Background: an optimization exercise with open tools, aiming at small area, a short achievable clock period and few clock cycles per item. Do not read the settings as production practice.
Only simulation tests tie the RTL to the original design; equivalence was not proved.
Power and IR drop assume default switching activity.

Setup of lane 1:
==> flow/design.v <==
package hafir_pkg;
  localparam int MAX_LINE_WIDTH = 4096;
  localparam int COL_W = 12;
  localparam int LW_W = 13;
  localparam int CH_W = 8;
  localparam int PIX_W = 24;
endpackage
module hafir_lane #(
  parameter int CPA = 1    
) (
  input  logic       k_pass,
  input  logic       k1,
  input  logic       k3,
  input  logic [7:0] a,
  input  logic [7:0] b,
  input  logic [7:0] c,
  input  logic [7:0] d,
  input  logic [7:0] e,
  output logic [7:0] filt
);
  logic [11:0] o1, o2, o3, p, q;
  logic [11:0] x1, y1, x2, y2, x3, y3;
  logic [11:0] sum;
  assign o1 = {3'd0, b, 1'b0};
  assign o2 = {3'd0, d, 1'b0};
  assign o3 = {3'd0, c, 1'b0};
  assign p  = k3 ? {4'd0, a} : {3'd0, c, 1'b0};
  assign q  = ({12{k1}} & {1'b0, c, 3'b000}) | ({12{k3}} & {4'd0, e});
  logic [11:0] h1, h2, h3;
  assign h1 = o1 ^ o2;
  assign x1 = h1 ^ o3;
  assign y1 = {(o1[10:0] & o2[10:0]) | (h1[10:0] & o3[10:0]), 1'b0};
  assign h2 = x1 ^ y1;
  assign x2 = h2 ^ p;
  assign y2 = {(x1[10:0] & y1[10:0]) | (h2[10:0] & p[10:0]), 1'b0};
  assign h3 = x2 ^ y2;
  assign x3 = h3 ^ q;
  assign y3 = {(x2[10:0] & y2[10:0]) | (h3[10:0] & q[10:0]), 1'b0};
  if (CPA == 0) begin : g_add
    assign sum = x3 + y3;
  end else if (CPA == 1) begin : g_skl
    logic [11:0] g [5];
    logic [11:0] t [5];
    always_comb begin
      g[0] = x3 & y3;
      t[0] = x3 ^ y3;
      for (int l = 0; l < 4; l++) begin
        for (int i = 0; i < 12; i++) begin
          if (((i >> l) & 1) == 1) begin
            g[l+1][i] = g[l][i] | (t[l][i] & g[l][((i >> l) << l) - 1]);
            t[l+1][i] = t[l][i] & t[l][((i >> l) << l) - 1];
          end else begin
            g[l+1][i] = g[l][i];
            t[l+1][i] = t[l][i];
          end
        end
      end
    end
    assign sum = t[0] ^ {g[4][10:0], 1'b0};
  end else begin : g_rc
    logic [12:0] cy;
    assign cy[0] = 1'b0;
    for (genvar i = 0; i < 12; i++) begin : g_bit
      assign sum[i]  = x3[i] ^ y3[i] ^ cy[i];
      assign cy[i+1] = (x3[i] & y3[i]) | (x3[i] & cy[i]) | (y3[i] & cy[i]);
    end
  end
  assign filt = k_pass ? c : (k1 ? sum[11:4] : sum[10:3]);
endmodule
module horizontal_antialias_fir_core (
  input  logic        clk,
  input  logic        rst_n,
  input  logic        in_valid,
  output logic        in_ready,
  input  logic [7:0]  red_in,
  input  logic [7:0]  green_in,
  input  logic [7:0]  blue_in,
  output logic        out_valid,
  input  logic        out_ready,
  output logic [7:0]  red_out,
  output logic [7:0]  green_out,
  output logic [7:0]  blue_out,
  output logic        line_end,
  input  logic        cfg_psel,
  input  logic        cfg_penable,
  input  logic        cfg_pwrite,
  input  logic [2:0]  cfg_paddr,
  input  logic [31:0] cfg_pwdata,
  output logic [31:0] cfg_prdata,
  output logic        cfg_pready
);
  logic [1:0]  filter_sel_r;
  logic [12:0] line_width_r;
  logic [11:0] col_r;
  logic [23:0] w0_r, w1_r, w2_r, w3_r;    
  logic        v2_r, v3_r;                
  logic        t2_r, t3_r;                
  logic        kp_r, k1_r, k3_r;          
  logic [24:0] o_r;                       
  logic        ov_r;
  logic [23:0] px;
  logic [23:0] filt;
  logic        wr_d_r;
  logic        o_free;
  logic        in_acc;
  logic        cfg_wr;
  logic [12:0] col_inc;
  logic        last;
  logic        use_filt;
  logic        emit;
  logic        shift;
  assign px = {red_in, green_in, blue_in};
  assign cfg_pready = 1'b1;
  assign cfg_wr     = cfg_psel && cfg_penable && cfg_pwrite;
  assign cfg_prdata = cfg_paddr[2] ? {19'd0, line_width_r} : {30'd0, filter_sel_r};
  always_ff @(posedge clk) begin
    if (!rst_n) begin
      filter_sel_r <= 2'd0;
      line_width_r <= 13'd640;
    end else if (cfg_wr) begin
      if (cfg_paddr[2]) line_width_r <= cfg_pwdata[12:0];
      else              filter_sel_r <= cfg_pwdata[1:0];
    end
  end
  assign col_inc  = {1'b0, col_r} + 13'd1;
  assign last     = col_inc[12] || (col_inc >= line_width_r);
  assign use_filt = in_acc ? (!last && (col_r >= 12'd3))
                           : ((col_r >= 12'd4) && ({1'b0, col_r} < line_width_r));
  always_ff @(posedge clk) begin
    if (!rst_n) begin
      wr_d_r <= 1'b0;
      kp_r   <= 1'b1;
      k1_r   <= 1'b0;
      k3_r   <= 1'b0;
    end else begin
      wr_d_r <= cfg_wr;
      kp_r   <= !use_filt || (filter_sel_r == 2'd0);
      k1_r   <= filter_sel_r == 2'd1;
      k3_r   <= filter_sel_r == 2'd3;
    end
  end
  assign o_free   = !ov_r || out_ready;
  assign in_ready = !wr_d_r && (!v2_r || o_free);
  assign in_acc   = in_valid && in_ready;
  assign emit     = o_free && v2_r && (in_acc || t2_r || (v3_r && t3_r));
  assign shift    = in_acc || ((!v3_r || t3_r) && (emit || (!v2_r && v3_r)));
  for (genvar l = 0; l < 3; l++) begin : g_lane
    hafir_lane u_lane (
      .k_pass     (kp_r),
      .k1         (k1_r),
      .k3         (k3_r),
      .a          (w0_r[l*8 +: 8]),
      .b          (w1_r[l*8 +: 8]),
      .c          (w2_r[l*8 +: 8]),
      .d          (w3_r[l*8 +: 8]),
      .e          (px[l*8 +: 8]),
      .filt       (filt[l*8 +: 8])
    );
  end
  always_ff @(posedge clk) begin
    if (!rst_n) begin
      v2_r  <= 1'b0;
      v3_r  <= 1'b0;
      col_r <= 12'd0;
    end else begin
      if (shift) begin
        v2_r <= v3_r;
        v3_r <= in_acc;
      end else if (emit) begin
        v2_r <= 1'b0;
      end
      if (in_acc) col_r <= last ? 12'd0 : col_inc[11:0];
    end
  end
  always_ff @(posedge clk) begin
    if (shift) begin
      w0_r <= w1_r;
      w1_r <= w2_r;
      w2_r <= w3_r;
      w3_r <= px;
      t2_r <= t3_r;
      t3_r <= last;
    end
  end
  always_ff @(posedge clk) begin
    if (!rst_n) ov_r <= 1'b0;
    else        ov_r <= emit || (ov_r && !out_ready);
  end
  always_ff @(posedge clk) begin
    if (o_free) o_r <= {filt, t2_r};
  end
  assign out_valid = ov_r;
  assign red_out   = o_r[24:17];
  assign green_out = o_r[16:9];
  assign blue_out  = o_r[8:1];
  assign line_end  = o_r[0];
endmodule
export LEC_CHECK = 0
export CAP_MARGIN = 20
export CORE_MARGIN = 2
export CORE_UTILIZATION = 40
export CTS_BUF_LIST = sky130_fd_sc_hd__clkbuf_8
export CTS_CLUSTER_DIAMETER = 100
export CTS_CLUSTER_SIZE = 50
export SETUP_SLACK_MARGIN = 4.5
export SLEW_MARGIN = 20
export TNS_END_PERCENT = 10
create_clock -name core_clock -period 8.5 [get_ports {clk}]
standard.sh (not shown) runs the stock make flow with config.mk's settings and CLKGATE_MAP_FILE= SYNTH_SCRIPT=/design/flow/synth_recipe.tcl, a recipe that flattens the netlist after the stock synthesis.
==> flow/flow/run.sh <==
#!/bin/bash
# The standard layout (the standard.sh, unchanged synthesis), with the
# port buffers inserted as buf_1 cells instead of the resizer's default pick.
set -euo pipefail
bash standard.sh "BUFFER_PORTS_ARGS=-buffer_cell sky130_fd_sc_hd__buf_1"  finish > flow_make.log 2>&1
Testbench counts of lane 1, summed over its fixed seeds: cycles 27,321, items 27,129.
Here is what was changed in the inputs of lane 2 compared with lane 1.
# lane 1
export LEC_CHECK = 0
export CAP_MARGIN = 20
export CORE_MARGIN = 2
export CORE_UTILIZATION = 40
export CTS_BUF_LIST = sky130_fd_sc_hd__clkbuf_8
export CTS_CLUSTER_DIAMETER = 100
export CTS_CLUSTER_SIZE = 50
export SETUP_SLACK_MARGIN = 4.5
export SLEW_MARGIN = 20
export TNS_END_PERCENT = 10
create_clock -name core_clock -period 8.5 [get_ports {clk}]
# lane 2
export LEC_CHECK = 0
export CAP_MARGIN = 20
export CORE_MARGIN = 2
export CORE_UTILIZATION = 40
export CTS_BUF_LIST = sky130_fd_sc_hd__clkbuf_8
export CTS_CLUSTER_DIAMETER = 100
export CTS_CLUSTER_SIZE = 50
export SETUP_SLACK_MARGIN = 4.0
export SLEW_MARGIN = 20
create_clock -name core_clock -period 8.5 [get_ports {clk}]
Findings:
From lane 2 to lane 1, basic-gate share of the synthesized area counting and, or, nand and nor cells did not move at all. When lane 2 is measured against lane 1, its number of iterations in the first detailed-routing pass turns out 1 higher. Compare lane 1 and lane 2 | share of total power in the clock network lower: lane 1. Delta (lane 2 minus lane 1): global-route wire length before repair lower; register share of the cell area went up 1.9 points. Of the two values seen for capture point of the critical path, cfg_prdata[1] was produced by lane 2 and o_r[18]$_DFFE_PN_ by lane 1. From lane 1 to lane 2 the numbers moved as follows: switching portion of total power saw a decrease; non-clock buffer count saw a decrease. Changes observed in lane 2 relative to lane 1: final cell count went down by 27; slack of the critical path went down by 0.36 ns. Lane 2 against lane 1: routed wire length decreased by about 3.4% relative to the old numbers; arithmetic-cell share of the synthesized area counting full adders, half adders and majority gates did not really move.
Input changes introduced in lane 3 (baseline for comparison: lane 2):
# lane 2
export LEC_CHECK = 0
export CAP_MARGIN = 20
export CORE_MARGIN = 2
export CORE_UTILIZATION = 40
export CTS_BUF_LIST = sky130_fd_sc_hd__clkbuf_8
export CTS_CLUSTER_DIAMETER = 100
export CTS_CLUSTER_SIZE = 50
export SETUP_SLACK_MARGIN = 4.0
export SLEW_MARGIN = 20
create_clock -name core_clock -period 8.5 [get_ports {clk}]
# lane 3
export LEC_CHECK = 0
export CAP_MARGIN = 20
export CORE_MARGIN = 2
export CORE_UTILIZATION = 40
export CTS_BUF_LIST = sky130_fd_sc_hd__clkbuf_8
export CTS_CLUSTER_DIAMETER = 100
export CTS_CLUSTER_SIZE = 50
export SETUP_SLACK_MARGIN = 4.2
export SLEW_MARGIN = 20
create_clock -name core_clock -period 8.5 [get_ports {clk}]
==> flow/flow/run.sh <==
#!/bin/bash
# The standard layout (the standard.sh, unchanged synthesis), with the
# port buffers inserted as buf_1 cells instead of the resizer's default pick.
set -euo pipefail
bash standard.sh "BUFFER_PORTS_ARGS=-buffer_cell sky130_fd_sc_hd__buf_1" REMOVE_ABC_BUFFERS=1 finish > flow_make.log 2>&1
--- outcome ---
- Compared with lane 2, lane 3 shows a higher final instance area.
- Max routing usage on met2 across lane 2 and lane 3: lane 2
- Delta (lane 3 minus lane 2): sum of met3 wire segment lengths after detailed routing picked up an extra about 45%; largest fanout on the critical path lost 12; synthesis-to-finish area growth picked up an extra 3.4 points; global-route usage picked up an extra 0.44 points.
Edits applied to the flow inputs when going from lane 3 to lane 4:
# lane 3
export LEC_CHECK = 0
export CAP_MARGIN = 20
export CORE_MARGIN = 2
export CORE_UTILIZATION = 40
export CTS_BUF_LIST = sky130_fd_sc_hd__clkbuf_8
export CTS_CLUSTER_DIAMETER = 100
export CTS_CLUSTER_SIZE = 50
export SETUP_SLACK_MARGIN = 4.2
export SLEW_MARGIN = 20
create_clock -name core_clock -period 8.5 [get_ports {clk}]
# lane 4
export LEC_CHECK = 0
export CAP_MARGIN = 20
export CORE_MARGIN = 2
export CORE_UTILIZATION = 40
export CTS_BUF_LIST = sky130_fd_sc_hd__clkbuf_4 sky130_fd_sc_hd__clkbuf_8 sky130_fd_sc_hd__clkbuf_16
export CTS_CLUSTER_DIAMETER = 80
export CTS_CLUSTER_SIZE = 40
export SETUP_SLACK_MARGIN = 4.5
export SLEW_MARGIN = 20
create_clock -name core_clock -period 8.5 [get_ports {clk}]
==> flow/flow/run.sh <==
#!/bin/bash
# The standard layout (the standard.sh, unchanged synthesis), with the
# port buffers inserted as buf_1 cells instead of the resizer's default pick.
set -euo pipefail
bash standard.sh "BUFFER_PORTS_ARGS=-buffer_cell sky130_fd_sc_hd__buf_1"  finish > flow_make.log 2>&1
==> comparison <==
- When lane 4 is measured against lane 3, its growth of design area from synthesis to finish turns out 5.3 points higher.
- Relative to lane 3, layout filler cell count decreased by 4.3% in lane 4.
- Compared with lane 3, internal portion of total power in lane 4 increased by more than 10%.
- Delta (lane 4 minus lane 3): number of clock buffers inserted by TritonCTS ~0 delta; share of power burned in combinational logic shows an increase of 1.0 points; share of total power in sequential cells lost 4.2 points.
- Summary of lane 4 over lane 3: post-layout utilization of the core rose by 2.1 points; data required time at the worst endpoint fell by 0.03 ns; HPWL reported at the end of detailed placement fell by 1.8%.

==> static timing again, ports no longer ideal <==
The results above use ideal ports. As a check the final layouts listed here were re-extracted and re-timed, cells and wires unchanged.
Step 1 (the two cells are an assumption about what drives the block):
set clk [get_ports {clk}]
set_driving_cell -lib_cell sky130_fd_sc_hd__clkbuf_16 $clk
set_driving_cell -lib_cell sky130_fd_sc_hd__buf_2 [delete_from_list [all_inputs] $clk]
Step 2 moves the port delays by t, midway between the first and last clock arrival at a register: inputs arrive t later, outputs are due t later. That takes back most of the time a late clock gives input paths.
a / b / c = ideal ports / drivers / drivers and shift; a / b = the first two.
| run | t (ns) | setup slack, ns | latest minus earliest clock arrival (ns) | worst data-port slew with drivers (ns) |
|---|---|---|---|---|
| lane 1 | 0.491 | 4.505 / 4.458 / 4.085 | 0.016 / 0.016 | 0.08 |
| lane 2 | 0.491 | 4.145 / 4.119 / 4.000 | 0.015 / 0.015 | 0.08 |
| lane 3 | 0.492 | 4.354 / 4.352 / 3.951 | 0.016 / 0.016 | 0.05 |
| lane 4 | 0.475 | 4.463 / 4.463 / 4.046 | 0.015 / 0.015 | 0.07 |
After both steps every run listed still meets setup and hold. The setup slack of lane 1, which loses most, moves by -0.047 ns with the drivers and by -0.420 ns with both steps.
